Background: an optimization exercise with open tools, aiming at small area, a short achievable clock period and few clock cycles per item. Do not read the settings as production practice. Where RTL was checked, it was by simulation tests only, not by an equivalence proof against the original. For runs 1 and 2, only the layout was checked, not whether the RTL still works.

[design/flow/config.mk]
export PLATFORM = sky130hd
export DESIGN_NAME = sub_bytes_engine
export DESIGN_NICKNAME = sub_bytes_engine
export VERILOG_FILES = /design/flow/design.v
export SDC_FILE = /design/flow/constraint.sdc
export NUM_CORES = 4
export LEC_CHECK = 0
export CAP_MARGIN = 20
export CORE_MARGIN = 2
export CORE_UTILIZATION = 40
export SETUP_SLACK_MARGIN = 3.7
export SLEW_MARGIN = 20
export SYNTH_HIERARCHICAL = 1
export SYNTH_MINIMUM_KEEP_SIZE = 0
[design/flow/constraint.sdc]
create_clock -name core_clock -period 7.5 [get_ports {clk}]
set_input_delay 1.5000 -clock core_clock [delete_from_list [all_inputs] [get_ports {clk}]]
set_output_delay 1.5000 -clock core_clock [all_outputs]
set_load 0.01 [all_outputs]
[design/flow/design.v]
module sub_bytes_engine #(
   parameter int WORD_BYTES = 16,
   parameter int LANES      = 1,
   parameter int INVERSE_EN = 1
) (
   input  logic                    clk,
   input  logic                    rst_n,
   input  logic                    in_valid,
   output logic                    in_ready,
   input  logic [8*WORD_BYTES-1:0] in_data,
   input  logic                    in_inv,
   output logic                    out_valid,
   input  logic                    out_ready,
   output logic [8*WORD_BYTES-1:0] out_data,
   output logic                    busy
);
   logic                    v1_q, v2_q;
   logic                    inv1_q, inv2_q;
   logic                    in_inv_e;
   logic                    en;
   logic [8*WORD_BYTES-1:0] s1_d, s1_q;
   logic [8*WORD_BYTES-1:0] s2_d, s2_q;
   assign in_inv_e = in_inv & (INVERSE_EN != 0);
   for (genvar i = 0; i < WORD_BYTES; i++) begin : g_byte
      sb_s01 u_s01 (.si(in_data[8*i +: 8]), .inv(in_inv_e), .so(s1_d[8*i +: 8]));
      sb_s14 u_s14 (.si(s1_q[8*i +: 8]), .inv(1'b0), .so(s2_d[8*i +: 8]));
      sb_s45 u_s45 (.si(s2_q[8*i +: 8]), .inv(inv2_q), .so(out_data[8*i +: 8]));
   end
   assign en        = ~v2_q | out_ready;
   sb_ready u_ready (.full(v2_q), .taken(out_ready), .ready(in_ready));
   assign out_valid = v2_q;
   assign busy      = v1_q | v2_q;
   always_ff @(posedge clk or negedge rst_n) begin
      if (!rst_n) begin
         v1_q <= 1'b0;
         v2_q <= 1'b0;
      end else if (en) begin
         v1_q <= in_valid;
         v2_q <= v1_q;
      end
   end
   always_ff @(posedge clk) begin
      if (en) begin
         inv1_q <= in_inv_e;
         s1_q   <= s1_d;
         inv2_q <= inv1_q;
         s2_q   <= s2_d;
      end
   end
endmodule
module sb_ready(input logic full, input logic taken, output logic ready);
   assign ready = ~full | taken;
endmodule
module sb_s01(si, inv, so);
  input [7:0] si;
  wire [7:0] si;
  input inv;
  wire inv;
  output [7:0] so;
  wire [7:0] so;
  wire _00_;
  wire _01_;
  wire _02_;
  wire _03_;
  wire _04_;
  wire _05_;
  wire _06_;
  wire _07_;
  wire _08_;
  wire _09_;
  wire _10_;
  wire _11_;
  wire _12_;
  wire _13_;
  wire _14_;
  wire _15_;
  wire _16_;
  wire _17_;
  wire _18_;
  wire _19_;
  wire _20_;
  wire _21_;
  wire _22_;
  wire _23_;
  wire _24_;
  wire _25_;
  wire _26_;
  wire _27_;
  wire _28_;
  wire _29_;
  wire _30_;
  wire _31_;
  wire _32_;
  wire _33_;
  wire _34_;
  wire _35_;
  wire _36_;
  wire _37_;
  wire _38_;
  wire _39_;
  wire _40_;
  c_xor2_1 _41_ (
    .A(si[0]),
    .B(si[6]),
    .X(_00_)
  );
  c_clkinv_1 _42_ (
    .A(si[7]),
    .Y(_01_)
  );
  c_clkinv_1 _43_ (
    .A(inv),
    .Y(_02_)
  );
  c_clkinv_1 _44_ (
    .A(si[2]),
    .Y(_03_)
  );
  c_xor2_1 _45_ (
    .A(si[4]),
    .B(si[5]),
    .X(_04_)
  );
  c_clkinv_1 _46_ (
    .A(_04_),
    .Y(_05_)
  );
  c_a21oi_1 _47_ (
    .A1(_05_),
    .A2(_03_),
    .B1(inv),
    .Y(_06_)
  );
  c_o21ai_0 _48_ (
    .A1(_03_),
    .A2(_05_),
    .B1(_06_),
    .Y(_07_)
  );
  c_o21ai_0 _49_ (
    .A1(_01_),
    .A2(_02_),
    .B1(_07_),
    .Y(_08_)
  );
  c_xor2_1 _50_ (
    .A(_00_),
    .B(_08_),
    .X(so[6])
  );
  c_nand2_1 _51_ (
    .A(si[4]),
    .B(inv),
    .Y(_09_)
  );
  c_o21ai_0 _52_ (
    .A1(si[0]),
    .A2(inv),
    .B1(_09_),
    .Y(_10_)
  );
  c_xnor2_1 _53_ (
    .A(si[7]),
    .B(si[1]),
    .Y(_11_)
  );
  c_xor2_1 _54_ (
    .A(_10_),
    .B(_11_),
    .X(_12_)
  );
  c_xor2_1 _55_ (
    .A(si[3]),
    .B(_12_),
    .X(so[5])
  );
  c_clkinv_1 _56_ (
    .A(si[1]),
    .Y(_13_)
  );
  c_clkinv_1 _57_ (
    .A(si[6]),
    .Y(_14_)
  );
  c_xor2_1 _58_ (
    .A(si[0]),
    .B(si[4]),
    .X(_15_)
  );
  c_a21oi_1 _59_ (
    .A1(_15_),
    .A2(_14_),
    .B1(inv),
    .Y(_16_)
  );
  c_o21ai_0 _60_ (
    .A1(_14_),
    .A2(_15_),
    .B1(_16_),
    .Y(_17_)
  );
  c_xor2_1 _61_ (
    .A(si[2]),
    .B(si[3]),
    .X(_18_)
  );
  c_a21oi_1 _62_ (
    .A1(_18_),
    .A2(si[7]),
    .B1(_02_),
    .Y(_19_)
  );
  c_o21ai_0 _63_ (
    .A1(si[7]),
    .A2(_18_),
    .B1(_19_),
    .Y(_20_)
  );
  c_nand2_1 _64_ (
    .A(_17_),
    .B(_20_),
    .Y(_21_)
  );
  c_xor2_1 _65_ (
    .A(_13_),
    .B(_21_),
    .X(so[4])
  );
  c_clkinv_1 _66_ (
    .A(si[3]),
    .Y(_22_)
  );
  c_a21oi_1 _67_ (
    .A1(_15_),
    .A2(_22_),
    .B1(inv),
    .Y(_23_)
  );
  c_o21ai_0 _68_ (
    .A1(_22_),
    .A2(_15_),
    .B1(_23_),
    .Y(_24_)
  );
  c_o21ai_0 _69_ (
    .A1(_01_),
    .A2(_02_),
    .B1(_24_),
    .Y(_25_)
  );
  c_xor2_1 _70_ (
    .A(_13_),
    .B(_25_),
    .X(so[3])
  );
  c_xor2_1 _71_ (
    .A(si[2]),
    .B(si[1]),
    .X(_26_)
  );
  c_xor2_1 _72_ (
    .A(_14_),
    .B(_26_),
    .X(_27_)
  );
  c_xor2_1 _73_ (
    .A(si[0]),
    .B(si[7]),
    .X(_28_)
  );
  c_xor2_1 _74_ (
    .A(si[4]),
    .B(_28_),
    .X(_29_)
  );
  c_nand2_1 _75_ (
    .A(_22_),
    .B(inv),
    .Y(_30_)
  );
  c_o21ai_0 _76_ (
    .A1(inv),
    .A2(_29_),
    .B1(_30_),
    .Y(_31_)
  );
  c_xor2_1 _77_ (
    .A(_27_),
    .B(_31_),
    .X(so[2])
  );
  c_nand2_1 _78_ (
    .A(si[6]),
    .B(si[3]),
    .Y(_32_)
  );
  c_a21oi_1 _79_ (
    .A1(_14_),
    .A2(_22_),
    .B1(inv),
    .Y(_33_)
  );
  c_a22oi_1 _80_ (
    .A1(_32_),
    .A2(_33_),
    .B1(_05_),
    .B2(inv),
    .Y(_34_)
  );
  c_xor2_1 _81_ (
    .A(si[1]),
    .B(_28_),
    .X(_35_)
  );
  c_xnor2_1 _82_ (
    .A(_34_),
    .B(_35_),
    .Y(so[7])
  );
  c_xnor2_1 _83_ (
    .A(si[6]),
    .B(si[5]),
    .Y(_36_)
  );
  c_nand2_1 _84_ (
    .A(_28_),
    .B(_02_),
    .Y(_37_)
  );
  c_o21ai_0 _85_ (
    .A1(_02_),
    .A2(_36_),
    .B1(_37_),
    .Y(_38_)
  );
  c_xor2_1 _86_ (
    .A(si[2]),
    .B(_38_),
    .X(so[1])
  );
  c_a21oi_1 _87_ (
    .A1(_28_),
    .A2(_26_),
    .B1(inv),
    .Y(_39_)
  );
  c_o21ai_0 _88_ (
    .A1(_28_),
    .A2(_26_),
    .B1(_39_),
    .Y(_40_)
  );
  c_xor2_1 _89_ (
    .A(_22_),
    .B(_40_),
    .X(so[0])
  );
endmodule
module sb_s14(si, inv, so);
  input [7:0] si;
  wire [7:0] si;
  input inv;
  wire inv;
  output [7:0] so;
  wire [7:0] so;
  wire _000_;
  wire _001_;
  wire _002_;
  wire _003_;
  wire _004_;
  wire _005_;
  wire _006_;
  wire _007_;
  wire _008_;
  wire _009_;
  wire _010_;
  wire _011_;
  wire _012_;
  wire _013_;
  wire _014_;
  wire _015_;
  wire _016_;
  wire _017_;
  wire _018_;
  wire _019_;
  wire _020_;
  wire _021_;
  wire _022_;
  wire _023_;
  wire _024_;
  wire _025_;
  wire _026_;
  wire _027_;
  wire _028_;
  wire _029_;
  wire _030_;
  wire _031_;
  wire _032_;
  wire _033_;
  wire _034_;
  wire _035_;
  wire _036_;
  wire _037_;
  wire _038_;
  wire _039_;
  wire _040_;
  wire _041_;
  wire _042_;
  wire _043_;
  wire _044_;
  wire _045_;
  wire _046_;
  wire _047_;
  wire _048_;
  wire _049_;
  wire _050_;
  wire _051_;
  wire _052_;
  wire _053_;
  wire _054_;
  wire _055_;
  wire _056_;
  wire _057_;
  wire _058_;
  wire _059_;
  wire _060_;
  wire _061_;
  wire _062_;
  wire _063_;
  wire _064_;
  wire _065_;
  wire _066_;
  wire _067_;
  wire _068_;
  wire _069_;
  wire _070_;
  wire _071_;
  wire _072_;
  wire _073_;
  wire _074_;
  wire _075_;
  wire _076_;
  wire _077_;
  wire _078_;
  wire _079_;
  wire _080_;
  wire _081_;
  wire _082_;
  wire _083_;
  wire _084_;
  wire _085_;
  wire _086_;
  wire _087_;
  wire _088_;
  wire _089_;
  wire _090_;
  wire _091_;
  wire _092_;
  wire _093_;
  wire _094_;
  wire _095_;
  wire _096_;
  wire _097_;
  wire _098_;
  wire _099_;
  wire _100_;
  wire _101_;
  wire _102_;
  wire _103_;
  wire _104_;
  wire _105_;
  wire _106_;
  wire _107_;
  wire _108_;
  wire _109_;
  wire _110_;
  wire _111_;
  wire _112_;
  wire _113_;
  wire _114_;
  wire _115_;
  c_xor2_1 _116_ (
    .A(si[0]),
    .B(si[2]),
    .X(_033_)
  );
  c_xor2_1 _117_ (
    .A(si[4]),
    .B(si[6]),
    .X(_034_)
  );
  c_nand2_1 _118_ (
    .A(_033_),
    .B(_034_),
    .Y(_035_)
  );
  c_xor2_1 _119_ (
    .A(si[3]),
    .B(si[1]),
    .X(_036_)
  );
  c_xor2_1 _120_ (
    .A(si[7]),
    .B(si[5]),
    .X(_037_)
  );
  c_nand2_1 _121_ (
    .A(_036_),
    .B(_037_),
    .Y(_038_)
  );
  c_xor2_1 _122_ (
    .A(_035_),
    .B(_038_),
    .X(_039_)
  );
  c_nor2_1 _123_ (
    .A(si[7]),
    .B(si[3]),
    .Y(_040_)
  );
  c_clkinv_1 _124_ (
    .A(si[7]),
    .Y(_041_)
  );
  c_clkinv_1 _125_ (
    .A(si[3]),
    .Y(_042_)
  );
  c_nor2_1 _126_ (
    .A(_041_),
    .B(_042_),
    .Y(_043_)
  );
  c_nor2_1 _127_ (
    .A(_040_),
    .B(_043_),
    .Y(_044_)
  );
  c_clkinv_1 _128_ (
    .A(si[4]),
    .Y(_045_)
  );
  c_clkinv_1 _129_ (
    .A(si[0]),
    .Y(_046_)
  );
  c_nor2_1 _130_ (
    .A(_045_),
    .B(_046_),
    .Y(_047_)
  );
  c_nor2_1 _131_ (
    .A(si[5]),
    .B(si[1]),
    .Y(_048_)
  );
  c_clkinv_1 _132_ (
    .A(si[1]),
    .Y(_049_)
  );
  c_nand2_1 _133_ (
    .A(_046_),
    .B(_049_),
    .Y(_050_)
  );
  c_clkinv_1 _134_ (
    .A(si[5]),
    .Y(_051_)
  );
  c_nand2_1 _135_ (
    .A(_045_),
    .B(_051_),
    .Y(_052_)
  );
  c_nand2_1 _136_ (
    .A(si[0]),
    .B(si[1]),
    .Y(_053_)
  );
  c_nand3_1 _137_ (
    .A(_050_),
    .B(_052_),
    .C(_053_),
    .Y(_054_)
  );
  c_a21oi_1 _138_ (
    .A1(si[4]),
    .A2(si[5]),
    .B1(_054_),
    .Y(_055_)
  );
  c_nor2_1 _139_ (
    .A(_047_),
    .B(_055_),
    .Y(_056_)
  );
  c_a21oi_1 _140_ (
    .A1(_047_),
    .A2(_048_),
    .B1(_056_),
    .Y(_057_)
  );
  c_xor2_1 _141_ (
    .A(_044_),
    .B(_057_),
    .X(_058_)
  );
  c_xor2_1 _142_ (
    .A(_039_),
    .B(_058_),
    .X(_059_)
  );
  c_xor2_1 _143_ (
    .A(si[6]),
    .B(si[2]),
    .X(_060_)
  );
  c_nor2_1 _144_ (
    .A(_051_),
    .B(_049_),
    .Y(_061_)
  );
  c_nor2_1 _145_ (
    .A(_048_),
    .B(_061_),
    .Y(_062_)
  );
  c_xnor2_1 _146_ (
    .A(_060_),
    .B(_062_),
    .Y(_063_)
  );
  c_xor2_1 _147_ (
    .A(si[3]),
    .B(si[2]),
    .X(_064_)
  );
  c_xor2_1 _148_ (
    .A(si[7]),
    .B(si[6]),
    .X(_065_)
  );
  c_nand2_1 _149_ (
    .A(_064_),
    .B(_065_),
    .Y(_066_)
  );
  c_xor2_1 _150_ (
    .A(_043_),
    .B(_066_),
    .X(_067_)
  );
  c_xor2_1 _151_ (
    .A(_063_),
    .B(_067_),
    .X(_068_)
  );
  c_xnor2_1 _152_ (
    .A(_036_),
    .B(_033_),
    .Y(_069_)
  );
  c_xnor2_1 _153_ (
    .A(_034_),
    .B(_037_),
    .Y(_070_)
  );
  c_nor2_1 _154_ (
    .A(_069_),
    .B(_070_),
    .Y(_071_)
  );
  c_xnor2_1 _155_ (
    .A(_035_),
    .B(_071_),
    .Y(_072_)
  );
  c_xor2_1 _156_ (
    .A(_068_),
    .B(_072_),
    .X(_073_)
  );
  c_clkinv_1 _157_ (
    .A(_073_),
    .Y(_074_)
  );
  c_xor2_1 _158_ (
    .A(_061_),
    .B(_055_),
    .X(_075_)
  );
  c_xnor2_1 _159_ (
    .A(_060_),
    .B(_075_),
    .Y(_076_)
  );
  c_xnor2_1 _160_ (
    .A(_076_),
    .B(_072_),
    .Y(_077_)
  );
  c_o21ai_0 _161_ (
    .A1(_059_),
    .A2(_074_),
    .B1(_077_),
    .Y(_078_)
  );
  c_nor2_1 _162_ (
    .A(si[4]),
    .B(si[0]),
    .Y(_079_)
  );
  c_nor2_1 _163_ (
    .A(_079_),
    .B(_047_),
    .Y(_080_)
  );
  c_xnor2_1 _164_ (
    .A(_044_),
    .B(_062_),
    .Y(_081_)
  );
  c_xor2_1 _165_ (
    .A(_080_),
    .B(_081_),
    .X(_082_)
  );
  c_nand2_1 _166_ (
    .A(si[6]),
    .B(si[2]),
    .Y(_083_)
  );
  c_nor2_1 _167_ (
    .A(_083_),
    .B(_040_),
    .Y(_084_)
  );
  c_a31oi_1 _168_ (
    .A1(_065_),
    .A2(_064_),
    .A3(_083_),
    .B1(_084_),
    .Y(_085_)
  );
  c_xor2_1 _169_ (
    .A(_085_),
    .B(_039_),
    .X(_086_)
  );
  c_or2_2 _170_ (
    .A(_082_),
    .B(_086_),
    .X(_087_)
  );
  c_nand2_1 _171_ (
    .A(_086_),
    .B(_082_),
    .Y(_088_)
  );
  c_nand2_1 _172_ (
    .A(_087_),
    .B(_088_),
    .Y(_089_)
  );
  c_clkinv_1 _173_ (
    .A(_089_),
    .Y(_090_)
  );
  c_nand2_1 _174_ (
    .A(_078_),
    .B(_090_),
    .Y(_091_)
  );
  c_nor2_1 _175_ (
    .A(_059_),
    .B(_090_),
    .Y(_092_)
  );
  c_nand2_1 _176_ (
    .A(_077_),
    .B(_073_),
    .Y(_093_)
  );
  c_nand2_1 _177_ (
    .A(_092_),
    .B(_093_),
    .Y(_094_)
  );
  c_nand2_1 _178_ (
    .A(_091_),
    .B(_094_),
    .Y(_095_)
  );
  c_clkinv_1 _179_ (
    .A(_095_),
    .Y(_096_)
  );
  c_nand2_1 _180_ (
    .A(_096_),
    .B(si[2]),
    .Y(_097_)
  );
  c_xor2_1 _181_ (
    .A(_093_),
    .B(_092_),
    .X(_098_)
  );
  c_nand2_1 _182_ (
    .A(_098_),
    .B(_077_),
    .Y(_099_)
  );
  c_nand2_1 _183_ (
    .A(_099_),
    .B(_096_),
    .Y(_100_)
  );
  c_or2_2 _184_ (
    .A(_059_),
    .B(_077_),
    .X(_101_)
  );
  c_nand3_1 _185_ (
    .A(_100_),
    .B(_064_),
    .C(_101_),
    .Y(_102_)
  );
  c_xor2_1 _186_ (
    .A(_097_),
    .B(_102_),
    .X(_103_)
  );
  c_nand2_1 _187_ (
    .A(_077_),
    .B(_089_),
    .Y(_104_)
  );
  c_nand2_1 _188_ (
    .A(_104_),
    .B(_073_),
    .Y(_105_)
  );
  c_nand2_1 _189_ (
    .A(_105_),
    .B(_059_),
    .Y(_106_)
  );
  c_nand2_1 _190_ (
    .A(_094_),
    .B(_106_),
    .Y(_107_)
  );
  c_clkinv_1 _191_ (
    .A(_107_),
    .Y(_108_)
  );
  c_nand2_1 _192_ (
    .A(_108_),
    .B(_095_),
    .Y(_109_)
  );
  c_o21ai_0 _193_ (
    .A1(_095_),
    .A2(_106_),
    .B1(_109_),
    .Y(_110_)
  );
  c_nand2_1 _194_ (
    .A(_110_),
    .B(_033_),
    .Y(_111_)
  );
  c_nand2_1 _195_ (
    .A(_098_),
    .B(_073_),
    .Y(_112_)
  );
  c_nand2_1 _196_ (
    .A(_074_),
    .B(_089_),
    .Y(_113_)
  );
  c_nand2_1 _197_ (
    .A(_112_),
    .B(_113_),
    .Y(_114_)
  );
  c_nand2_1 _198_ (
    .A(_099_),
    .B(_101_),
    .Y(_115_)
  );
  c_xnor2_1 _199_ (
    .A(_114_),
    .B(_115_),
    .Y(_000_)
  );
  c_clkinv_1 _200_ (
    .A(_000_),
    .Y(_001_)
  );
  c_nand2_1 _201_ (
    .A(_001_),
    .B(_036_),
    .Y(_002_)
  );
  c_xor2_1 _202_ (
    .A(_111_),
    .B(_002_),
    .X(_003_)
  );
  c_xor2_1 _203_ (
    .A(_103_),
    .B(_003_),
    .X(so[6])
  );
  c_nand2_1 _204_ (
    .A(_108_),
    .B(si[0]),
    .Y(_004_)
  );
  c_nand2_1 _205_ (
    .A(_112_),
    .B(_108_),
    .Y(_005_)
  );
  c_nand4_1 _206_ (
    .A(_005_),
    .B(_113_),
    .C(_053_),
    .D(_050_),
    .Y(_006_)
  );
  c_xor2_1 _207_ (
    .A(_004_),
    .B(_006_),
    .X(_007_)
  );
  c_xor2_1 _208_ (
    .A(_007_),
    .B(_003_),
    .X(so[4])
  );
  c_nand2_1 _209_ (
    .A(_096_),
    .B(si[6]),
    .Y(_008_)
  );
  c_nand3_1 _210_ (
    .A(_100_),
    .B(_065_),
    .C(_101_),
    .Y(_009_)
  );
  c_xor2_1 _211_ (
    .A(_008_),
    .B(_009_),
    .X(_010_)
  );
  c_nand2_1 _212_ (
    .A(_110_),
    .B(_034_),
    .Y(_011_)
  );
  c_nand2_1 _213_ (
    .A(_001_),
    .B(_037_),
    .Y(_012_)
  );
  c_xor2_1 _214_ (
    .A(_011_),
    .B(_012_),
    .X(_013_)
  );
  c_xor2_1 _215_ (
    .A(_010_),
    .B(_013_),
    .X(so[2])
  );
  c_nand2_1 _216_ (
    .A(_108_),
    .B(si[4]),
    .Y(_014_)
  );
  c_nand2_1 _217_ (
    .A(si[4]),
    .B(si[5]),
    .Y(_015_)
  );
  c_nand4_1 _218_ (
    .A(_005_),
    .B(_113_),
    .C(_015_),
    .D(_052_),
    .Y(_016_)
  );
  c_xor2_1 _219_ (
    .A(_014_),
    .B(_016_),
    .X(_017_)
  );
  c_xor2_1 _220_ (
    .A(_017_),
    .B(_013_),
    .X(so[0])
  );
  c_a22oi_1 _221_ (
    .A1(_090_),
    .A2(_059_),
    .B1(_078_),
    .B2(_105_),
    .Y(_018_)
  );
  c_clkinv_1 _222_ (
    .A(_070_),
    .Y(_019_)
  );
  c_nand2_1 _223_ (
    .A(_018_),
    .B(_019_),
    .Y(_020_)
  );
  c_xor2_1 _224_ (
    .A(_020_),
    .B(_011_),
    .X(_021_)
  );
  c_nor2_1 _225_ (
    .A(_041_),
    .B(_115_),
    .Y(_022_)
  );
  c_xor2_1 _226_ (
    .A(_009_),
    .B(_022_),
    .X(_023_)
  );
  c_xnor2_1 _227_ (
    .A(_021_),
    .B(_023_),
    .Y(so[3])
  );
  c_nor2_1 _228_ (
    .A(_051_),
    .B(_114_),
    .Y(_024_)
  );
  c_xnor2_1 _229_ (
    .A(_024_),
    .B(_016_),
    .Y(_025_)
  );
  c_xor2_1 _230_ (
    .A(_021_),
    .B(_025_),
    .X(so[1])
  );
  c_clkinv_1 _231_ (
    .A(_069_),
    .Y(_026_)
  );
  c_nand2_1 _232_ (
    .A(_018_),
    .B(_026_),
    .Y(_027_)
  );
  c_xor2_1 _233_ (
    .A(_027_),
    .B(_111_),
    .X(_028_)
  );
  c_nor2_1 _234_ (
    .A(_042_),
    .B(_115_),
    .Y(_029_)
  );
  c_xor2_1 _235_ (
    .A(_102_),
    .B(_029_),
    .X(_030_)
  );
  c_xnor2_1 _236_ (
    .A(_028_),
    .B(_030_),
    .Y(so[7])
  );
  c_nor2_1 _237_ (
    .A(_049_),
    .B(_114_),
    .Y(_031_)
  );
  c_xnor2_1 _238_ (
    .A(_031_),
    .B(_006_),
    .Y(_032_)
  );
  c_xor2_1 _239_ (
    .A(_028_),
    .B(_032_),
    .X(so[5])
  );
endmodule
module sb_s45(si, inv, so);
  input [7:0] si;
  wire [7:0] si;
  input inv;
  wire inv;
  output [7:0] so;
  wire [7:0] so;
  wire _00_;
  wire _01_;
  wire _02_;
  wire _03_;
  wire _04_;
  wire _05_;
  wire _06_;
  wire _07_;
  wire _08_;
  wire _09_;
  wire _10_;
  wire _11_;
  wire _12_;
  wire _13_;
  wire _14_;
  wire _15_;
  wire _16_;
  wire _17_;
  wire _18_;
  wire _19_;
  wire _20_;
  wire _21_;
  wire _22_;
  wire _23_;
  wire _24_;
  wire _25_;
  wire _26_;
  wire _27_;
  wire _28_;
  wire _29_;
  wire _30_;
  wire _31_;
  wire _32_;
  wire _33_;
  wire _34_;
  c_clkinv_1 _35_ (
    .A(si[5]),
    .Y(_00_)
  );
  c_or2_2 _36_ (
    .A(si[7]),
    .B(_00_),
    .X(_01_)
  );
  c_nand2_1 _37_ (
    .A(_00_),
    .B(si[7]),
    .Y(_02_)
  );
  c_nand2_1 _38_ (
    .A(_01_),
    .B(_02_),
    .Y(_03_)
  );
  c_clkinv_1 _39_ (
    .A(_03_),
    .Y(_04_)
  );
  c_xor2_1 _40_ (
    .A(si[1]),
    .B(si[3]),
    .X(_05_)
  );
  c_xor2_1 _41_ (
    .A(si[2]),
    .B(si[6]),
    .X(_06_)
  );
  c_xnor2_1 _42_ (
    .A(_05_),
    .B(_06_),
    .Y(_07_)
  );
  c_clkinv_1 _43_ (
    .A(inv),
    .Y(_08_)
  );
  c_nand2_1 _44_ (
    .A(_07_),
    .B(_08_),
    .Y(_09_)
  );
  c_xor2_1 _45_ (
    .A(_04_),
    .B(_09_),
    .X(so[6])
  );
  c_xor2_1 _46_ (
    .A(si[7]),
    .B(si[6]),
    .X(_10_)
  );
  c_xor2_1 _47_ (
    .A(si[5]),
    .B(si[4]),
    .X(_11_)
  );
  c_xor2_1 _48_ (
    .A(si[2]),
    .B(si[0]),
    .X(_12_)
  );
  c_xor2_1 _49_ (
    .A(_11_),
    .B(_12_),
    .X(_13_)
  );
  c_nand2_1 _50_ (
    .A(_05_),
    .B(inv),
    .Y(_14_)
  );
  c_o21ai_0 _51_ (
    .A1(inv),
    .A2(_13_),
    .B1(_14_),
    .Y(_15_)
  );
  c_xor2_1 _52_ (
    .A(_10_),
    .B(_15_),
    .X(so[5])
  );
  c_xnor2_1 _53_ (
    .A(_05_),
    .B(_10_),
    .Y(_16_)
  );
  c_nand2_1 _54_ (
    .A(_12_),
    .B(inv),
    .Y(_17_)
  );
  c_o21ai_0 _55_ (
    .A1(inv),
    .A2(_16_),
    .B1(_17_),
    .Y(_18_)
  );
  c_xor2_1 _56_ (
    .A(_11_),
    .B(_18_),
    .X(so[7])
  );
  c_xnor2_1 _57_ (
    .A(si[3]),
    .B(si[0]),
    .Y(_19_)
  );
  c_xor2_1 _58_ (
    .A(si[2]),
    .B(si[4]),
    .X(_20_)
  );
  c_nand2_1 _59_ (
    .A(_00_),
    .B(_08_),
    .Y(_21_)
  );
  c_o21ai_0 _60_ (
    .A1(_08_),
    .A2(_20_),
    .B1(_21_),
    .Y(_22_)
  );
  c_xor2_1 _61_ (
    .A(_19_),
    .B(_22_),
    .X(so[4])
  );
  c_xnor2_1 _62_ (
    .A(si[3]),
    .B(si[4]),
    .Y(_23_)
  );
  c_a21oi_1 _63_ (
    .A1(_04_),
    .A2(_23_),
    .B1(_08_),
    .Y(_24_)
  );
  c_o21ai_0 _64_ (
    .A1(_04_),
    .A2(_23_),
    .B1(_24_),
    .Y(_25_)
  );
  c_nand2_1 _65_ (
    .A(_08_),
    .B(si[0]),
    .Y(_26_)
  );
  c_nand2_1 _66_ (
    .A(_25_),
    .B(_26_),
    .Y(so[3])
  );
  c_nand2_1 _67_ (
    .A(si[5]),
    .B(inv),
    .Y(_27_)
  );
  c_o21ai_0 _68_ (
    .A1(inv),
    .A2(_23_),
    .B1(_27_),
    .Y(_28_)
  );
  c_xor2_1 _69_ (
    .A(si[0]),
    .B(_28_),
    .X(so[2])
  );
  c_nand2_1 _70_ (
    .A(_19_),
    .B(inv),
    .Y(_29_)
  );
  c_nand2_1 _71_ (
    .A(_08_),
    .B(si[6]),
    .Y(_30_)
  );
  c_nand2_1 _72_ (
    .A(_29_),
    .B(_30_),
    .Y(_31_)
  );
  c_xnor2_1 _73_ (
    .A(si[1]),
    .B(si[4]),
    .Y(_32_)
  );
  c_xor2_1 _74_ (
    .A(_32_),
    .B(_03_),
    .X(_33_)
  );
  c_xor2_1 _75_ (
    .A(_31_),
    .B(_33_),
    .X(so[1])
  );
  c_o21ai_0 _76_ (
    .A1(_08_),
    .A2(si[1]),
    .B1(_30_),
    .Y(_34_)
  );
  c_xnor2_1 _77_ (
    .A(_34_),
    .B(_20_),
    .Y(so[0])
  );
endmodule
module c_a21oi_1(input logic A1, input logic A2, input logic B1, output logic Y);
   assign Y = (~A1&~B1) | (~A2&~B1);
endmodule
module c_a22oi_1(input logic A1, input logic A2, input logic B1, input logic B2, output logic Y);
   assign Y = (~A1&~B1) | (~A1&~B2) | (~A2&~B1) | (~A2&~B2);
endmodule
module c_a31oi_1(input logic A1, input logic A2, input logic A3, input logic B1, output logic Y);
   assign Y = (~A1&~B1) | (~A2&~B1) | (~A3&~B1);
endmodule
module c_clkinv_1(input logic A, output logic Y);
   assign Y = (~A);
endmodule
module c_nand2_1(input logic A, input logic B, output logic Y);
   assign Y = (~A) | (~B);
endmodule
module c_nand3_1(input logic A, input logic B, input logic C, output logic Y);
   assign Y = (~A) | (~B) | (~C);
endmodule
module c_nand4_1(input logic A, input logic B, input logic C, input logic D, output logic Y);
   assign Y = (~A) | (~B) | (~C) | (~D);
endmodule
module c_nor2_1(input logic A, input logic B, output logic Y);
   assign Y = (~A&~B);
endmodule
module c_o21ai_0(input logic A1, input logic A2, input logic B1, output logic Y);
   assign Y = (~A1&~A2) | (~B1);
endmodule
module c_or2_2(input logic A, input logic B, output logic X);
   assign X = (A) | (B);
endmodule
module c_xnor2_1(input logic A, input logic B, output logic Y);
   assign Y = (~A&~B) | (A&B);
endmodule
module c_xor2_1(input logic A, input logic B, output logic X);
   assign X = (A&~B) | (~A&B);
endmodule
[design/flow/flow/run.sh]
#!/bin/bash
# The standard layout, with the port buffers made from sky130_fd_sc_hd__buf_2 instead of
# the buffer that buffer_ports picks by default (a slow delay cell).
set -euo pipefail
export BUFFER_PORTS_ARGS="-buffer_cell sky130_fd_sc_hd__buf_2"
bash standard.sh finish > standard_finish.log 2>&1
[design/flow/standard.sh]
#!/bin/bash
# synth_recipe.tcl (not shown) runs the flow's synth.tcl, then flattens the netlist and writes it again
# the make line also repeats each setting of config.mk as NAME=value (left out here)
make -C /OpenROAD-flow-scripts/flow DESIGN_CONFIG=/design/flow/config.mk WORK_HOME=/design/flow/orfs CLKGATE_MAP_FILE= SYNTH_SCRIPT=/design/flow/synth_recipe.tcl "${@:-finish}"
==> results of run 1 <==
[cell usage in the layout, fill, tap and decap left out, drive strengths merged, types with 48 or more instances in the layout]
cell	instances
nor2	272
or2	49
nand2	848
a21oi	144
edfxtp	258
nand3	48
o21ai	288
xnor2	336
buf	274
xor2	1024
inv	369
[worst max-delay path, delay by kind of cell, from the launching register on]
kind | cells | cell delay (ps)
xor+xnor | 1 | 340
buf+inv | 3 | 540
compound gates | 1 | 190
flops | 1 | 600
[per-layer routing]
metal,vias to the layer above,global-route usage (%)
met4,0,3.82
li1,12435,-
met1,10295,20.4
met3,62,2.09
met5,-,0
met2,295,27.9
[sequential cells by signal, indices dropped and copies added (netlist names)]
name and cells:
v1_q 1, v2_q 1, inv2_q 1, inv1_q 1, s2_q 128, s1_q 128
[how the worst min path moves through the flow]
stage,from,to,slack [ps],depth (start not counted)
2_1_floorplan,inv1_q,inv2_q,400,0
3_3_place_gp,inv1_q,inv2_q,400,0
3_5_place_dp,inv1_q,inv2_q,410,0
4_1_cts,inv1_q,inv2_q,430,0
5_1_grt,inv1_q,inv2_q,440,0
6_report,inv1_q,inv2_q,420,0
[cell type report]
class | instances | area, um^2
sequential | 260 | 7800
timing repair buffer | 277 | 1540
tap | 959 | 1200
multi-input combinational | 3093 | 20300
antenna | 1 | 2.50
inverter | 368 | 1390
clock buffer | 43 | 927
fill | 7201 | 39300
clock inverter | 20 | 251
[timing repair]
action	4_1_cts	5_1_grt
gates cloned	0	2
setup endpoints to repair	107	40
buffers inserted	1	5
resized for setup	1	17
[metrics by stage]
| stage | instances | cell area, um^2 | utilization, % |
|---|---|---|---|
| 5_1_grt | 5021 | 33400 | 45.9 |
| 4_1_cts | 5013 | 33200 | 45.6 |
| 6_report | 5021 | 33400 | 45.9 |
| 3_3_place_gp | 4949 | 32000 | 44.0 |
| 3_5_place_dp | 4949 | 32000 | 44.0 |
| 2_1_floorplan | 3721 | 29400 | - |
==> run summary, run 1 <==
Worst setup SP type register; met3 WL 2030 um; DP Wirelength 49600 um; DRT iter0 DRCs 1120; DIE HEIGHT 275 um; Syn Nets 3854; Rel. slew slack 24.2%; core area 72700 um^2; cts-stage hold buffer count 0; met2 wire len 30300 um; unrepaired setup endpoints after global routing true; Num CTS Buffers 35; final setup fails 0; Post-Syn Area 29300 um^2; CTS tree done; Crit. End Element output pin; Place WS 3590 ps; drt first pass iters 5; R2R Setup Slk 4120 ps; largest fanout on the critical path 7; status complete, no violations; Die X 275 um; layout cells sized above 1 13.1%; synth warn 7; critical path's largest stage delay 600 ps; Area Growth Syn to Fin 13.9%; via count 23087; row count 99; top layer in use met4; worst slew pin tran 1140 ps; Worst R2R Path Depth 16; largest net degree at the start of global routing 156; Routed Antenna Nets 0; wire length per cell 12.3 um; DR DRC count 0; global route total overflow 0; vias in the first global route 21361; routability cong. 0.884; crit path from inv2_q; PnR worst setup slack 3800 ps; first-pass GRT wire length 100000 um; Routed WL 61800 um; Pins Over Slew Limit 0; critical path class register to output pin; CP Capture Point out_data[60]; worst skew pair latency 540 ps; WP data required 6000 ps; worst hold-check path type register to register; initial antenna violation count 2; Port Buffer Count 263; CTS clk-pin slew, worst paths 50 ps; Root Driver clkbuf_16; Clock H-tree levels 2; Sink Count 260; Reg-to-Reg Start s1_q[53]; Critical R2R Capture s2_q[54]; M1 WL 28400 um; mean cell area of the mapped netlist 7.87 um^2; CP cell instances buf_12, clkinvlp_4, o21ai_2, xor2_1, buf_2; TNS Setup 0 ps; Setup Skew 17.0 ps; fmax 270 MHz; Arr. time, crit path 2200 ps; period utilisation layout 49.3%; minimum hold slack 421 ps; Slowest cell on crit path edfxtp_1; Period minus WS final 3700 ps; Overall Global Routing Usage 15.8%; Vias/cell 4.60; initial cell density of the core 40.3%; max cap viols 0; # nets final 4168; Max Root-Sink Buffers 3; cells after synthesis 3721; Final Hold Fails 0; Die ar. 75400 um^2; # IOs 264
==> run 2, diff against run 1 <==
--- a/design/flow/config.mk
+++ b/design/flow/config.mk
@@ -10,3 +10,3 @@
 export CORE_UTILIZATION = 40
-export SETUP_SLACK_MARGIN = 3.7
+export SETUP_SLACK_MARGIN = 3.9
 export SLEW_MARGIN = 20
==> run 2 against run 1 <==
Critical path type unchanged. Highest routed layer unchanged. Register-to-register slack better by 40 ps. Global-route usage hardly changed.
==> run summary, run 2 <==
number of cells on the critical path 6 (+1); Max Root-Sink Buffers 3 (unchanged); Crit. End Element output pin; Routed WL 62700 um (+1.5%); drt first pass iters 5 (unchanged); synth warn 7 (unchanged); crit-path leading delay family buffers and inverters; worst skew pair latency 540 ps (about the same); Critical R2R Capture s2_q[116]; Rel. slew slack 25.3% (+1.0 points); WP data required 6000 ps (about the same); Area Growth Syn to Fin 16.6%; final setup fails 0 (unchanged); first-pass GRT wire length 101000 um (about the same); DR DRC count 0 (unchanged); Overall Global Routing Usage 15.8% (about the same); Slowest cell on crit path edfxtp_1; CP cell instances buf_12, buf_12, clkbuf_16, o21ai_4, xor2_2, buf_2; Non-Filler Instances 5043 (+0.44%); critical path's largest stage delay 420 ps (-180 ps); routability cong. 0.884 (unchanged); # nets final 4190 (+0.53%); Reg-to-Reg Start s1_q[114]; crit path from inv2_q; placed instance count 4949 (unchanged); Place WS 3590 ps (unchanged); worst slew pin tran 1120 ps (-15.5 ps); mean cell area of the mapped netlist 7.87 um^2 (unchanged); max cap viols 0 (unchanged); Die ar. 75400 um^2 (unchanged); Placed Area 32000 um^2 (unchanged); Clock H-tree levels 2 (unchanged); Period minus WS final 3570 ps (-129 ps); CP Capture Point out_data[101]; Final Cell Area 34200 um^2 (+2.4%); largest fanout on the critical path 14 (+7); critical path class register to output pin; most frequent cells in the layout 941 x xor2_1, 846 x nand2_1, 354 x inv_1, 333 x xnor2_1, 283 x o21ai_1; Largest regs s1_q x128, s2_q x128; wire length per cell 12.4 um (+1.0%); initial cell density of the core 40.3% (unchanged); Post-Syn Area 29300 um^2 (unchanged); global route total overflow 0 (unchanged); R2R Setup Slk 4160 ps (+40 ps); largest net degree at the start of global routing 156 (unchanged); fmax 280 MHz (+3.6%); DP Wirelength 49600 um (unchanged); DIE HEIGHT 275 um (unchanged); Num CTS Buffers 35 (unchanged); unrepaired setup endpoints after global routing true; row count 99 (unchanged); Vias/cell 4.60 (+0.14%); Worst setup SP type register; TNS Setup 0 ps (unchanged); Final Util 47.0% (+1.1 points); via count 23221 (+0.58%); cells after synthesis 3721 (unchanged); CTS tree done; Arr. time, crit path 2070 ps (-130 ps); Critical path buffers and inverters 4 (+1); Syn Nets 3854 (unchanged); period utilisation layout 47.6% (-1.7 points); DRT iter0 DRCs 1175 (+4.9%); CTS clk-pin slew, worst paths 50 ps (about the same); worst hold-check path type register to register; most common cell after layout, fill and taps aside xor2_1; core area 72700 um^2 (unchanged); Worst R2R Path Depth 16 (unchanged); Sink Count 260 (unchanged); Routed Antenna Nets 0 (unchanged); Die X 275 um (unchanged); Pins Over Slew Limit 0 (unchanged); worst hold start inv1_q; Root Driver clkbuf_16; PnR worst setup slack 3930 ps (+129 ps); Setup Skew 17.2 ps (+0.195 ps); initial antenna violation count 2 (unchanged); layout cells sized above 1 15.6% (+2.5 points); status complete, no violations; Port Buffer Count 263 (unchanged); most frequent cell on the critical path buf_12; vias in the first global route 21379 (+0.084%); # IOs 264 (unchanged); Final Hold Fails 0 (unchanged)
[run 2: changes by cell type in the layout (fill, tap and decap cells not counted), sizes merged]
cell	delta
clkbuf	+1
inv	-12
buf	+21
clkinvlp	+12
[run 2: what timing repair did]
| item | CTS | global route |
|---|---|---|
| gates resized for setup | 21 | 85 |
| endpoints found under the setup margin | 121 | 103 |
| setup buffers | 6 | 21 |
| pin swaps | 3 | 8 |
| endpoints found under the hold margin | 0 | 0 |
| hold buffers | 0 | 0 |
| gates cloned | 0 | 3 |
[run 2: through the flow]
step / hold WS, ps
3_5_place_dp: 414
5_1_grt: 436
2_1_floorplan: 400
6_report: 421
3_3_place_gp: 403
4_1_cts: 426
[run 2: metal layers]
metal,share of wire [%],vias to the layer above,global-route usage (%),wire (um)
met3,3.5,64,2.08,2180
met2,50,330,27.9,31100
li1,-,12424,-,-
met1,45,10403,20.4,28300
met5,0,-,0,0
met4,1.8,0,3.75,1160
[run 2: layout make-up]
| cell class | count | area [um^2] |
|---|---|---|
| fill | 7121 | 38600 |
| timing repair buffer | 299 | 1760 |
| clock inverter | 20 | 251 |
| multi-input combinational | 3093 | 20800 |
| clock buffer | 43 | 927 |
| antenna | 1 | 2.50 |
| tap | 959 | 1200 |
| inverter | 368 | 1430 |
| sequential | 260 | 7800 |
[run 2: worst min-delay path by stage]
stage                     endpoint  slack [ps]  cells past startpoint
after global placement      inv2_q         400                      0
after global routing        inv2_q         440                      0
after floorplan             inv2_q         400                      0
after detailed placement    inv2_q         410                      0
final                       inv2_q         420                      0
after CTS                   inv2_q         430                      0
==> run 3, diff against run 2 <==
--- a/design/flow/design.v
+++ b/design/flow/design.v
@@ -92,52 +92,44 @@
   wire _31_;
-  wire _32_;
-  wire _33_;
-  wire _34_;
-  wire _35_;
-  wire _36_;
-  wire _37_;
-  wire _38_;
-  wire _39_;
-  wire _40_;
-  c_xor2_1 _41_ (
-    .A(si[0]),
-    .B(si[6]),
-    .X(_00_)
+  c_clkinv_1 _32_ (
+    .A(inv),
+    .Y(_00_)
   );
-  c_clkinv_1 _42_ (
-    .A(si[7]),
-    .Y(_01_)
+  c_xor2_1 _33_ (
+    .A(si[0]),
+    .B(si[7]),
+    .X(_01_)
   );
-  c_clkinv_1 _43_ (
-    .A(inv),
+  c_xnor2_1 _34_ (
+    .A(si[6]),
+    .B(_01_),
     .Y(_02_)
   );
-  c_clkinv_1 _44_ (
-    .A(si[2]),
+  c_xnor2_1 _35_ (
+    .A(si[0]),
+    .B(si[4]),
     .Y(_03_)
   );
-  c_xor2_1 _45_ (
-    .A(si[4]),
-    .B(si[5]),
-    .X(_04_)
+  c_clkinv_1 _36_ (
+    .A(si[5]),
+    .Y(_04_)
+  );
+  c_xor2_1 _37_ (
+    .A(si[6]),
+    .B(si[2]),
+    .X(_05_)
   );
-  c_clkinv_1 _46_ (
+  c_xor2_1 _38_ (
     .A(_04_),
-    .Y(_05_)
+    .B(_05_),
+    .X(_06_)
   );
-  c_a21oi_1 _47_ (
-    .A1(_05_),
+  c_a21oi_1 _39_ (
+    .A1(_06_),
     .A2(_03_),
     .B1(inv),
-    .Y(_06_)
-  );
-  c_o21ai_0 _48_ (
-    .A1(_03_),
-    .A2(_05_),
-    .B1(_06_),
     .Y(_07_)
   );
-  c_o21ai_0 _49_ (
-    .A1(_01_),
-    .A2(_02_),
+  c_o21ai_0 _40_ (
+    .A1(_03_),
+    .A2(_06_),
     .B1(_07_),
@@ -145,30 +137,31 @@
   );
-  c_xor2_1 _50_ (
-    .A(_00_),
-    .B(_08_),
-    .X(so[6])
+  c_o21ai_0 _41_ (
+    .A1(_00_),
+    .A2(_02_),
+    .B1(_08_),
+    .Y(so[6])
   );
-  c_nand2_1 _51_ (
-    .A(si[4]),
-    .B(inv),
+  c_xnor2_1 _42_ (
+    .A(si[1]),
+    .B(si[3]),
     .Y(_09_)
   );
-  c_o21ai_0 _52_ (
-    .A1(si[0]),
-    .A2(inv),
-    .B1(_09_),
+  c_xnor2_1 _43_ (
+    .A(_03_),
+    .B(_09_),
     .Y(_10_)
   );
-  c_xnor2_1 _53_ (
-    .A(si[7]),
-    .B(si[1]),
+  c_nand2_1 _44_ (
+    .A(_10_),
+    .B(inv),
     .Y(_11_)
   );
-  c_xor2_1 _54_ (
-    .A(_10_),
-    .B(_11_),
-    .X(_12_)
+  c_o21ai_0 _45_ (
+    .A1(inv),
+    .A2(_09_),
+    .B1(_11_),
+    .Y(_12_)
   );
-  c_xor2_1 _55_ (
-    .A(si[3]),
+  c_xor2_1 _46_ (
+    .A(_01_),
     .B(_12_),
@@ -176,181 +169,131 @@
   );
-  c_clkinv_1 _56_ (
-    .A(si[1]),
-    .Y(_13_)
+  c_xor2_1 _47_ (
+    .A(si[7]),
+    .B(si[2]),
+    .X(_13_)
   );
-  c_clkinv_1 _57_ (
-    .A(si[6]),
+  c_xnor2_1 _48_ (
+    .A(si[7]),
+    .B(si[1]),
     .Y(_14_)
   );
-  c_xor2_1 _58_ (
-    .A(si[0]),
-    .B(si[4]),
-    .X(_15_)
+  c_xnor2_1 _49_ (
+    .A(_03_),
+    .B(_14_),
+    .Y(_15_)
   );
-  c_a21oi_1 _59_ (
-    .A1(_15_),
-    .A2(_14_),
-    .B1(inv),
+  c_clkinv_1 _50_ (
+    .A(_15_),
     .Y(_16_)
   );
-  c_o21ai_0 _60_ (
-    .A1(_14_),
-    .A2(_15_),
-    .B1(_16_),
+  c_nand2_1 _51_ (
+    .A(_09_),
+    .B(inv),
     .Y(_17_)
   );
-  c_xor2_1 _61_ (
-    .A(si[2]),
-    .B(si[3]),
-    .X(_18_)
+  c_o21ai_0 _52_ (
+    .A1(inv),
+    .A2(_16_),
+    .B1(_17_),
+    .Y(_18_)
   );
-  c_a21oi_1 _62_ (
-    .A1(_18_),
-    .A2(si[7]),
-    .B1(_02_),
+  c_xnor2_1 _53_ (
+    .A(_05_),
+    .B(_18_),
+    .Y(so[2])
+  );
+  c_nand2_1 _54_ (
+    .A(so[2]),
+    .B(_00_),
     .Y(_19_)
   );
-  c_o21ai_0 _63_ (
-    .A1(si[7]),
-    .A2(_18_),
-    .B1(_19_),
+  c_nand2_1 _55_ (
+    .A(_19_),
+    .B(_17_),
     .Y(_20_)
   );
-  c_nand2_1 _64_ (
-    .A(_17_),
+  c_xor2_1 _56_ (
+    .A(_13_),
     .B(_20_),
+    .X(so[4])
+  );
+  c_nand2_1 _57_ (
+    .A(_14_),
+    .B(inv),
     .Y(_21_)
   );
-  c_xor2_1 _65_ (
-    .A(_13_),
-    .B(_21_),
-    .X(so[4])
+  c_o21ai_0 _58_ (
+    .A1(inv),
+    .A2(_10_),
+    .B1(_21_),
+    .Y(so[3])
   );
-  c_clkinv_1 _66_ (
-    .A(si[3]),
+  c_nand2_1 _59_ (
+    .A(_16_),
+    .B(si[5]),
     .Y(_22_)
   );
-  c_a21oi_1 _67_ (
-    .A1(_15_),
-    .A2(_22_),
-    .B1(inv),
+  c_nand2_1 _60_ (
+    .A(_15_),
+    .B(_04_),
     .Y(_23_)
   );
-  c_o21ai_0 _68_ (
-    .A1(_22_),
-    .A2(_15_),
-    .B1(_23_),
+  c_clkinv_1 _61_ (
+    .A(_09_),
     .Y(_24_)
   );
-  c_o21ai_0 _69_ (
-    .A1(_01_),
-    .A2(_02_),
-    .B1(_24_),
+  c_nand2_1 _62_ (
+    .A(_02_),
+    .B(_24_),
     .Y(_25_)
   );
-  c_xor2_1 _70_ (
-    .A(_13_),
-    .B(_25_),
-    .X(so[3])
-  );
-  c_xor2_1 _71_ (
-    .A(si[2]),
-    .B(si[1]),
-    .X(_26_)
+  c_nor2_1 _63_ (
+    .A(_24_),
+    .B(_02_),
+    .Y(_26_)
   );
-  c_xor2_1 _72_ (
-    .A(_14_),
+  c_nor2_1 _64_ (
+    .A(inv),
     .B(_26_),
-    .X(_27_)
-  );
-  c_xor2_1 _73_ (
-    .A(si[0]),
-    .B(si[7]),
-    .X(_28_)
-  );
-  c_xor2_1 _74_ (
-    .A(si[4]),
-    .B(_28_),
-    .X(_29_)
-  );
-  c_nand2_1 _75_ (
-    .A(_22_),
-    .B(inv),
-    .Y(_30_)
-  );
-  c_o21ai_0 _76_ (
-    .A1(inv),
-    .A2(_29_),
-    .B1(_30_),
-    .Y(_31_)
-  );
-  c_xor2_1 _77_ (
-    .A(_27_),
-    .B(_31_),
-    .X(so[2])
-  );
-  c_nand2_1 _78_ (
-    .A(si[6]),
-    .B(si[3]),
-    .Y(_32_)
-  );
-  c_a21oi_1 _79_ (
-    .A1(_14_),
-    .A2(_22_),
-    .B1(inv),
-    .Y(_33_)
-  );
-  c_a22oi_1 _80_ (
-    .A1(_32_),
-    .A2(_33_),
-    .B1(_05_),
-    .B2(inv),
-    .Y(_34_)
-  );
-  c_xor2_1 _81_ (
-    .A(si[1]),
-    .B(_28_),
-    .X(_35_)
+    .Y(_27_)
   );
-  c_xnor2_1 _82_ (
-    .A(_34_),
-    .B(_35_),
+  c_a32oi_1 _65_ (
+    .A1(_22_),
+    .A2(inv),
+    .A3(_23_),
+    .B1(_25_),
+    .B2(_27_),
     .Y(so[7])
   );
-  c_xnor2_1 _83_ (
-    .A(si[6]),
-    .B(si[5]),
-    .Y(_36_)
+  c_a21oi_1 _66_ (
+    .A1(_01_),
+    .A2(si[2]),
+    .B1(inv),
+    .Y(_28_)
   );
-  c_nand2_1 _84_ (
-    .A(_28_),
-    .B(_02_),
-    .Y(_37_)
+  c_o21ai_0 _67_ (
+    .A1(si[2]),
+    .A2(_01_),
+    .B1(_28_),
+    .Y(_29_)
   );
-  c_o21ai_0 _85_ (
-    .A1(_02_),
-    .A2(_36_),
-    .B1(_37_),
-    .Y(_38_)
+  c_o21ai_0 _68_ (
+    .A1(_00_),
+    .A2(_06_),
+    .B1(_29_),
+    .Y(so[1])
   );
-  c_xor2_1 _86_ (
-    .A(si[2]),
-    .B(_38_),
-    .X(so[1])
+  c_nand2_1 _69_ (
+    .A(inv),
+    .B(si[1]),
+    .Y(_30_)
   );
-  c_a21oi_1 _87_ (
-    .A1(_28_),
-    .A2(_26_),
-    .B1(inv),
-    .Y(_39_)
+  c_nand2_1 _70_ (
+    .A(_29_),
+    .B(_30_),
+    .Y(_31_)
   );
-  c_o21ai_0 _88_ (
-    .A1(_28_),
-    .A2(_26_),
-    .B1(_39_),
-    .Y(_40_)
-  );
-  c_xor2_1 _89_ (
-    .A(_22_),
-    .B(_40_),
+  c_xor2_1 _71_ (
+    .A(_24_),
+    .B(_31_),
     .X(so[0])
@@ -1375,2 +1318,5 @@
 endmodule
+module c_a32oi_1(input logic A1, input logic A2, input logic A3, input logic B1, input logic B2, output logic Y);
+   assign Y = (~A1&~B1) | (~A1&~B2) | (~A2&~B1) | (~A3&~B1) | (~A2&~B2) | (~A3&~B2);
+endmodule
 module c_clkinv_1(input logic A, output logic Y);
--- a/design/flow/config.mk
+++ b/design/flow/config.mk
@@ -9,4 +9,4 @@
 export CORE_MARGIN = 2
-export CORE_UTILIZATION = 40
-export SETUP_SLACK_MARGIN = 3.9
+export CORE_UTILIZATION = 60
+export SETUP_SLACK_MARGIN = 3.8
 export SLEW_MARGIN = 20
==> run 3 against run 2 <==
Synthesized cell count decreased by 3.9%. Count of clock-buffer cells in the layout decreased by 9. First-iteration DRC count increased by 11%. Maximum frequency decreased by 1.2%. Wire length decreased by 3.2%. Largest cell class unchanged. Still clean on timing, DRC and antenna. Die area decreased by 36%.
==> run summary, run 3 <==
initial cell density of the core 61.1% (+21 points); Crit. End Element output pin; via count 23246 (+0.11%); most frequent cells in the layout 927 x nand2_1, 840 x xor2_1, 400 x xnor2_1, 319 x inv_1, 304 x nor2_1; largest fanout on the critical path 3 (-11); Final Util 68.6% (+22 points); status complete, no violations; worst slew pin tran 938 ps (-183 ps); largest net degree at the start of global routing 153 (-1.9%); worst hold-check path type register to register; Routed WL 60700 um (-3.2%); fmax 277 MHz (-1.2%); first-pass GRT wire length 98100 um (-2.5%); final setup fails 0 (unchanged); mean cell area of the mapped netlist 7.78 um^2 (-1.2%); Largest regs s1_q x128, s2_q x128; Rel. slew slack 37.5% (+12 points); WP data required 6000 ps (about the same); Placed Area 30100 um^2 (-6.0%); Max Root-Sink Buffers 3 (unchanged); unrepaired setup endpoints after global routing false; DR DRC count 0 (unchanged); routability cong. 0.936 (+5.9%); area of the multi-input gates 19000 um^2 (-8.5%); DP Wirelength 48000 um (-3.4%); DRT iter0 DRCs 1302 (+11%); TNS Setup 0 ps (unchanged); layout cells sized above 1 11.5% (-4.1 points); Die ar. 48100 um^2 (-36%); CTS tree done; core area 45600 um^2 (-37%); synth warn 7 (unchanged); vias in the first global route 22300 (+4.3%); DIE HEIGHT 219 um (-20%); drt first pass iters 6 (+1); Vias/cell 5.15 (+12%); # nets final 4021 (-4.0%); Root Driver clkbuf_16; row count 78 (-21%); critical path class register to output pin; Overall Global Routing Usage 24.1% (+8.3 points); Post-Syn Area 27800 um^2 (-5.0%); Arr. time, crit path 2110 ps (+40 ps); fill count 3827 (-46%); Setup Skew 14.9 ps (-2.30 ps); Routed Antenna Nets 0 (unchanged); Final Hold Fails 0 (unchanged); worst skew pair latency 580 ps (+40 ps); Pins Over Slew Limit 0 (unchanged); register area 7800 um^2 (unchanged); # IOs 264 (unchanged); max cap viols 0 (unchanged); Port Buffer Count 263 (unchanged); period utilisation layout 48.2% (+0.58 points); minimum hold slack 410 ps (-11.5 ps); Syn Nets 3710 (-3.7%); Die X 219 um (-20%); global route total overflow 0 (unchanged); most common cell after layout, fill and taps aside nand2_1; Num CTS Buffers 31 (-11%); Clock H-tree levels 1 (-1); Area Growth Syn to Fin 12.4%; Final Cell Area 31300 um^2 (-8.5%); CTS clk-pin slew, worst paths 60 ps (about the same); wire length per cell 13.5 um (+8.3%); cells after synthesis 3577 (-3.9%); Period minus WS final 3610 ps (+43.8 ps); Sink Count 260 (unchanged); Worst setup SP type register; initial antenna violation count 2 (unchanged)
[run 3: path summary, 6_finish.rpt]
check                          start  cells past startpoint            end  slack, ps
min in group asynchronous      rst_n                      1           v2_q        710
hold / removal                inv1_q                      0         inv2_q        410
setup / recovery           s2_q[110]                      5  out_data[111]       3890
setup reg to reg            s1_q[22]                     16       s2_q[20]       4120
max in group asynchronous      rst_n                      1           v1_q       6700
hold reg to reg               inv1_q                      0         inv2_q        410
[run 3: repair_timing]
action	4_1_cts	5_1_grt
pin swaps	0	1
setup buffers	0	6
endpoints found under the setup margin	72	31
hold buffers	0	0
cloned	0	4
gates resized for setup	6	12
[run 3: per-layer routing]
layer  up-vias  GRT usage, %  wire length, um
met2       514          44.1            30200
met4         2          7.36             1530
met1     10697          29.8            26400
li1      11924             -                -
met5         -             0               14
met3       109          2.38             2640
[run 3: area by class of cell]
type | instances | share of cell area (%)
flip-flops and latches | 260 | 24.9
clock buffers | 34 | 2.52
multi-input cells | 2997 | 60.8
well taps | 600 | 2.40
diodes | 1 | 0.00800
inverters | 320 | 3.85
clock inverters | 21 | 0.600
repair buffers | 278 | 4.86
[run 3: stage by stage]
step,instances,worst slack [ps]
6_report,4511,3890
5_1_grt,4511,3740
4_1_cts,4500,3800
3_5_place_dp,4445,3960
3_3_place_gp,4445,4050
2_1_floorplan,3577,2790
[run 3: worst max-delay path, cell delays in order (launching register included)]
cell and delay, ps:
edfxtp_1 480, xor2_2 300, xnor2_1 110, o21ai_1 160, xor2_1 300, buf_2 200
Testbench counts of run 3, summed over its fixed seeds: cycles 1,616, items 1,600.
==> run 4, diff against run 3 <==
--- a/design/flow/config.mk
+++ b/design/flow/config.mk
@@ -10,3 +10,3 @@
 export CORE_UTILIZATION = 60
-export SETUP_SLACK_MARGIN = 3.8
+export SETUP_SLACK_MARGIN = 4.0
 export SLEW_MARGIN = 20
==> run 4 against run 3 <==
Hold slack better by 3.8 ps. Non-clock buffer count is 85 higher. Register-to-register slack worse by 20 ps. Final area is 7.2% higher. Critical endpoint is now out_data[28]. Highest routed layer unchanged.
==> run summary, run 4 <==
Routed Antenna Nets 0 (unchanged); routability cong. 0.936 (unchanged); critical path class register to output pin; Final Util 73.5% (+4.9 points); row count 78 (unchanged); Non-Filler Instances 4595 (+1.9%); Worst setup SP type register; Root Driver clkbuf_16; period utilisation layout 48.7% (+0.55 points); max cap viols 0 (unchanged); Sink Count 260 (unchanged); DIE HEIGHT 219 um (unchanged); mean cell area of the mapped netlist 7.78 um^2 (unchanged); via count 23908 (+2.8%); largest fanout on the critical path 7 (+4); worst slew pin tran 1000 ps (+62.0 ps); vias in the first global route 22769 (+2.1%); Area Growth Syn to Fin 20.5%; first-pass GRT wire length 102000 um (+4.2%); Rel. slew slack 33.3% (-4.1 points); Period minus WS final 3650 ps (+41.3 ps); fmax 274 MHz (-1.1%); most frequent cells in the layout 893 x nand2_1, 708 x xor2_1, 391 x xnor2_1, 303 x nor2_1, 300 x inv_1; largest net degree at the start of global routing 153 (unchanged); Largest regs s1_q x128, s2_q x128; cells after synthesis 3577 (unchanged); WP data required 6000 ps (about the same); placed instance count 4445 (unchanged); PnR worst setup slack 3850 ps (-41.3 ps); final setup fails 0 (unchanged); Place WS 3960 ps (unchanged); Num CTS Buffers 31 (unchanged); unrepaired setup endpoints after global routing true; drt first pass iters 6 (unchanged); Routed WL 65400 um (+7.7%); Arr. time, crit path 2150 ps (+40 ps); initial cell density of the core 61.1% (unchanged); synth warn 7 (unchanged); CTS clk-pin slew, worst paths 60 ps (about the same); global route total overflow 0 (unchanged); # IOs 264 (unchanged); worst hold-check path type register to register; Die X 219 um (unchanged); DR DRC count 0 (unchanged); Vias/cell 5.20 (+0.97%); DRT iter0 DRCs 1361 (+4.5%); core area 45600 um^2 (unchanged); Post-Syn Area 27800 um^2 (unchanged); Antenna Cells 0 (-1); CTS tree done; Max Root-Sink Buffers 3 (unchanged); status complete, no violations; Syn Nets 3710 (unchanged); Final Hold Fails 0 (unchanged); TNS Setup 0 ps (unchanged); Pins Over Slew Limit 0 (unchanged); Setup Skew 11.0 ps (-3.83 ps); DP Wirelength 48000 um (unchanged); Die ar. 48100 um^2 (unchanged); Clock H-tree levels 1 (unchanged); worst skew pair latency 570 ps (about the same); Crit. End Element output pin; # nets final 4106 (+2.1%); initial antenna violation count 1 (-1); fill count 3459 (-9.6%); Port Buffer Count 263 (unchanged); most common cell after layout, fill and taps aside nand2_1; layout cells sized above 1 19.4% (+8.0 points); Overall Global Routing Usage 25.4% (+1.3 points); wire length per cell 14.2 um (+5.7%)
-- run 4: critical path, stage by stage, from the launching register on --
cell and delay (ps):
edfxtp_1 400, buf_6 160, buf_12 180, clkinvlp_4 190, nand2_1 120, o21ai_2 60, xor2_1 270, buf_2 190
-- run 4: area by class of cell --
class                      instances  area [um^2]  area share [%]
clock buffer                      34          787            2.35
sequential                       260         7800            23.3
clock inverter                    21          188           0.560
tap                              600          751            2.24
inverter                         320         1240            3.71
timing repair buffer             363         2360            7.03
multi-input combinational       2997        20400            60.9
-- run 4: path summary, 6_finish.rpt --
kind	start	end	slack, ps	cells past startpoint
worst min register to register	inv1_q	inv2_q	410	0
min in group asynchronous	rst_n	v2_q	700	1
worst min-delay path	inv1_q	inv2_q	410	0
worst max register to register	s1_q[20]	s2_q[16]	4100	16
max in group asynchronous	rst_n	v1_q	6700	1
worst max-delay path	inv2_q	out_data[28]	3850	7
-- run 4: metrics by stage --
step | instance area [um^2] | hold WS [ps]
5_1_grt | 33500 | 427
3_3_place_gp | 30100 | 406
3_5_place_dp | 30100 | 405
4_1_cts | 31800 | 416
2_1_floorplan | 27900 | 400
6_report | 33500 | 413
-- run 4: timing repair --
item	CTS	global route
hold buffers	0	0
pin swaps	17	40
resized for setup	81	201
setup endpoints to repair	127	207
setup buffers	29	57
gates cloned	5	4
hold endpoints to repair	0	0
-- run 4: routing by layer --
layer  part of all wire (%)  GRT usage [%]
met3                    4.7           2.51
met4                    2.5           8.06
met2                     51           46.2
met5                  0.021              0
met1                     42           31.6
==> run 5, diff against run 4 <==
--- a/design/flow/config.mk
+++ b/design/flow/config.mk
@@ -10,3 +10,3 @@
 export CORE_UTILIZATION = 60
-export SETUP_SLACK_MARGIN = 4.0
+export SETUP_SLACK_MARGIN = 3.7
 export SLEW_MARGIN = 20
==> run 5 against run 4 <==
Maximum frequency fell by 2.7%. Utilization decreased by 5.4 points. Critical endpoint is now out_data[24].
==> run summary, run 5 <==
Overall Global Routing Usage 24.1% (-1.3 points); Pins Over Slew Limit 0 (unchanged); wire length per cell 13.1 um (-8.1%); Placed Area 30100 um^2 (unchanged); fmax 266 MHz (-2.7%); Largest regs s1_q x128, s2_q x128; Final Util 68.2% (-5.4 points); via count 23092 (-3.4%); critical path class register to output pin; Clock H-tree levels 1 (unchanged); Port Buffer Count 263 (unchanged); worst slew pin tran 942 ps (-57.4 ps); Crit. End Element output pin; global route total overflow 0 (unchanged); worst hold-check path type register to register; Vias/cell 5.13 (-1.4%); Root Driver clkbuf_16; routability cong. 0.936 (unchanged); row count 78 (unchanged); Reg-to-Reg Start s1_q[34]; Sink Count 260 (unchanged); Place WS 3960 ps (unchanged); critical path's largest stage delay 410 ps (about the same); Final Cell Area 31100 um^2 (-7.3%); CP cell instances clkbuf_8, inv_1, nand2_1, o21ai_1, xnor2_1, buf_2; initial cell density of the core 61.1% (unchanged); CTS tree done; Die ar. 48100 um^2 (unchanged); Hold Path Depth 0 (unchanged); Num CTS Buffers 31 (unchanged); PnR worst setup slack 3740 ps (-103 ps); R2R Setup Slk 4090 ps (about the same); # IOs 264 (unchanged); vias in the first global route 22301 (-2.1%); worst hold start inv1_q; Slowest cell on crit path clkbuf_8; Setup Skew 13.8 ps (+2.74 ps); Worst R2R Path Depth 16 (unchanged); status complete, no violations; DP Wirelength 48000 um (unchanged); final setup fails 0 (unchanged); Syn Nets 3710 (unchanged); largest net degree at the start of global routing 153 (unchanged); mean cell area of the mapped netlist 7.78 um^2 (unchanged); cts-stage hold buffer count 0 (unchanged); initial antenna violation count 2 (+1); Post-Syn Area 27800 um^2 (unchanged); Worst setup SP type register; Final Hold Fails 0 (unchanged); TNS Setup 0 ps (unchanged); Routed WL 58900 um (-10%); Area Growth Syn to Fin 11.7%; unrepaired setup endpoints after global routing true; worst skew pair latency 580 ps (about the same); most frequent cells in the layout 928 x nand2_1, 848 x xor2_1, 400 x xnor2_1, 320 x inv_1, 304 x nor2_1; largest fanout on the critical path 56 (+49); CTS clk-pin slew, worst paths 60 ps (about the same); Worst Hold Path EP inv2_q; cells after synthesis 3577 (unchanged); core area 45600 um^2 (unchanged); Routed Antenna Nets 0 (unchanged); Period minus WS final 3760 ps (+103 ps); WP data required 6000 ps (about the same); synth warn 7 (unchanged); period utilisation layout 50.1% (+1.4 points); DRT iter0 DRCs 1199 (-12%); Critical R2R Capture s2_q[34]
run 5: routing by layer:
| metal | share of wire (%) | wire length (um) | track usage [%] | up-vias |
|---|---|---|---|---|
| met2 | 49 | 29100 | 44.0 | 468 |
| met4 | 2.6 | 1530 | 7.34 | 2 |
| met5 | 0.024 | 14 | 0 | - |
| met3 | 4.0 | 2370 | 2.51 | 112 |
| met1 | 44 | 25800 | 29.7 | 10597 |
| li1 | - | - | - | 11913 |
run 5: area by class of cell:
class,instances,area [um^2]
Multi-Input combinational cell,2997,18900
Fill cell,3859,14500
Tap cell,600,751
Clock buffer,34,787
Clock inverter,21,188
Timing Repair Buffer,268,1400
Sequential cell,260,7800
Inverter,320,1200
Antenna cell,1,2.50
run 5: repair_timing:
item,in CTS,in global routing
gates cloned,0,0
buffers inserted,0,0
endpoints found under the setup margin,37,80
resized for setup,0,5
hold endpoints to repair,0,0
run 5: worst max-delay path by stage:
stage / startpoint / endpoint / slack, ps
2_1_floorplan: inv2_q / out_data[100] / 2790
4_1_cts: inv2_q / out_data[104] / 3530
3_3_place_gp: in_inv / s1_q[60] / 4050
5_1_grt: inv2_q / out_data[104] / 3610
6_report: inv2_q / out_data[24] / 3740
3_5_place_dp: in_inv / s1_q[60] / 3960
run 5: through the flow:
step | std cells | hold slack, ps
floorplan | 3577 | 400
global placement | 4445 | 406
detailed placement | 4445 | 405
CTS | 4500 | 416
global route | 4501 | 427
finish | 4501 | 410
run 5: critical path: cells and delay by family, from the launching register on:
| kind | cells | cell delay (ps) |
|---|---|---|
| AND/OR/NAND/NOR | 1 | 120 |
| flip-flops | 1 | 400 |
| XOR/XNOR | 1 | 270 |
| AO/OA/AOI/OAI | 1 | 80 |
| buffers and inverters | 3 | 810 |

re-timing with driven ports:
No port has a modelled driver above. Below, the same layouts with a new extraction and two added sets of constraints.
Step 1: set_driving_cell puts a clkbuf_16 on clk and a buf_2 on each other input, an assumption about the parent block.
Step 2 also shifts input and output timing later by t, the mid clock arrival at the registers, as if the neighbouring blocks saw the same clock.
a / b / c = no drivers / after step 1 / after step 2; a / b = the first two.
run | t (ns) | slack for setup (ns) | slew at the worst register clock pin (ns) | worst data-port slew with drivers (ns)
run 1 | 0.590 | 3.803 / 3.745 / 3.990 | 0.06 / 0.06 | 0.12
run 2 | 0.589 | 3.932 / 3.874 / 3.970 | 0.06 / 0.06 | 0.12
run 3 | 0.623 | 3.888 / 3.832 / 3.902 | 0.06 / 0.06 | 0.08
run 4 | 0.623 | 3.847 / 3.791 / 3.885 | 0.07 / 0.07 | 0.08
run 5 | 0.623 | 3.744 / 3.688 / 3.900 | 0.06 / 0.06 | 0.08
After both steps every run listed still meets setup and hold.
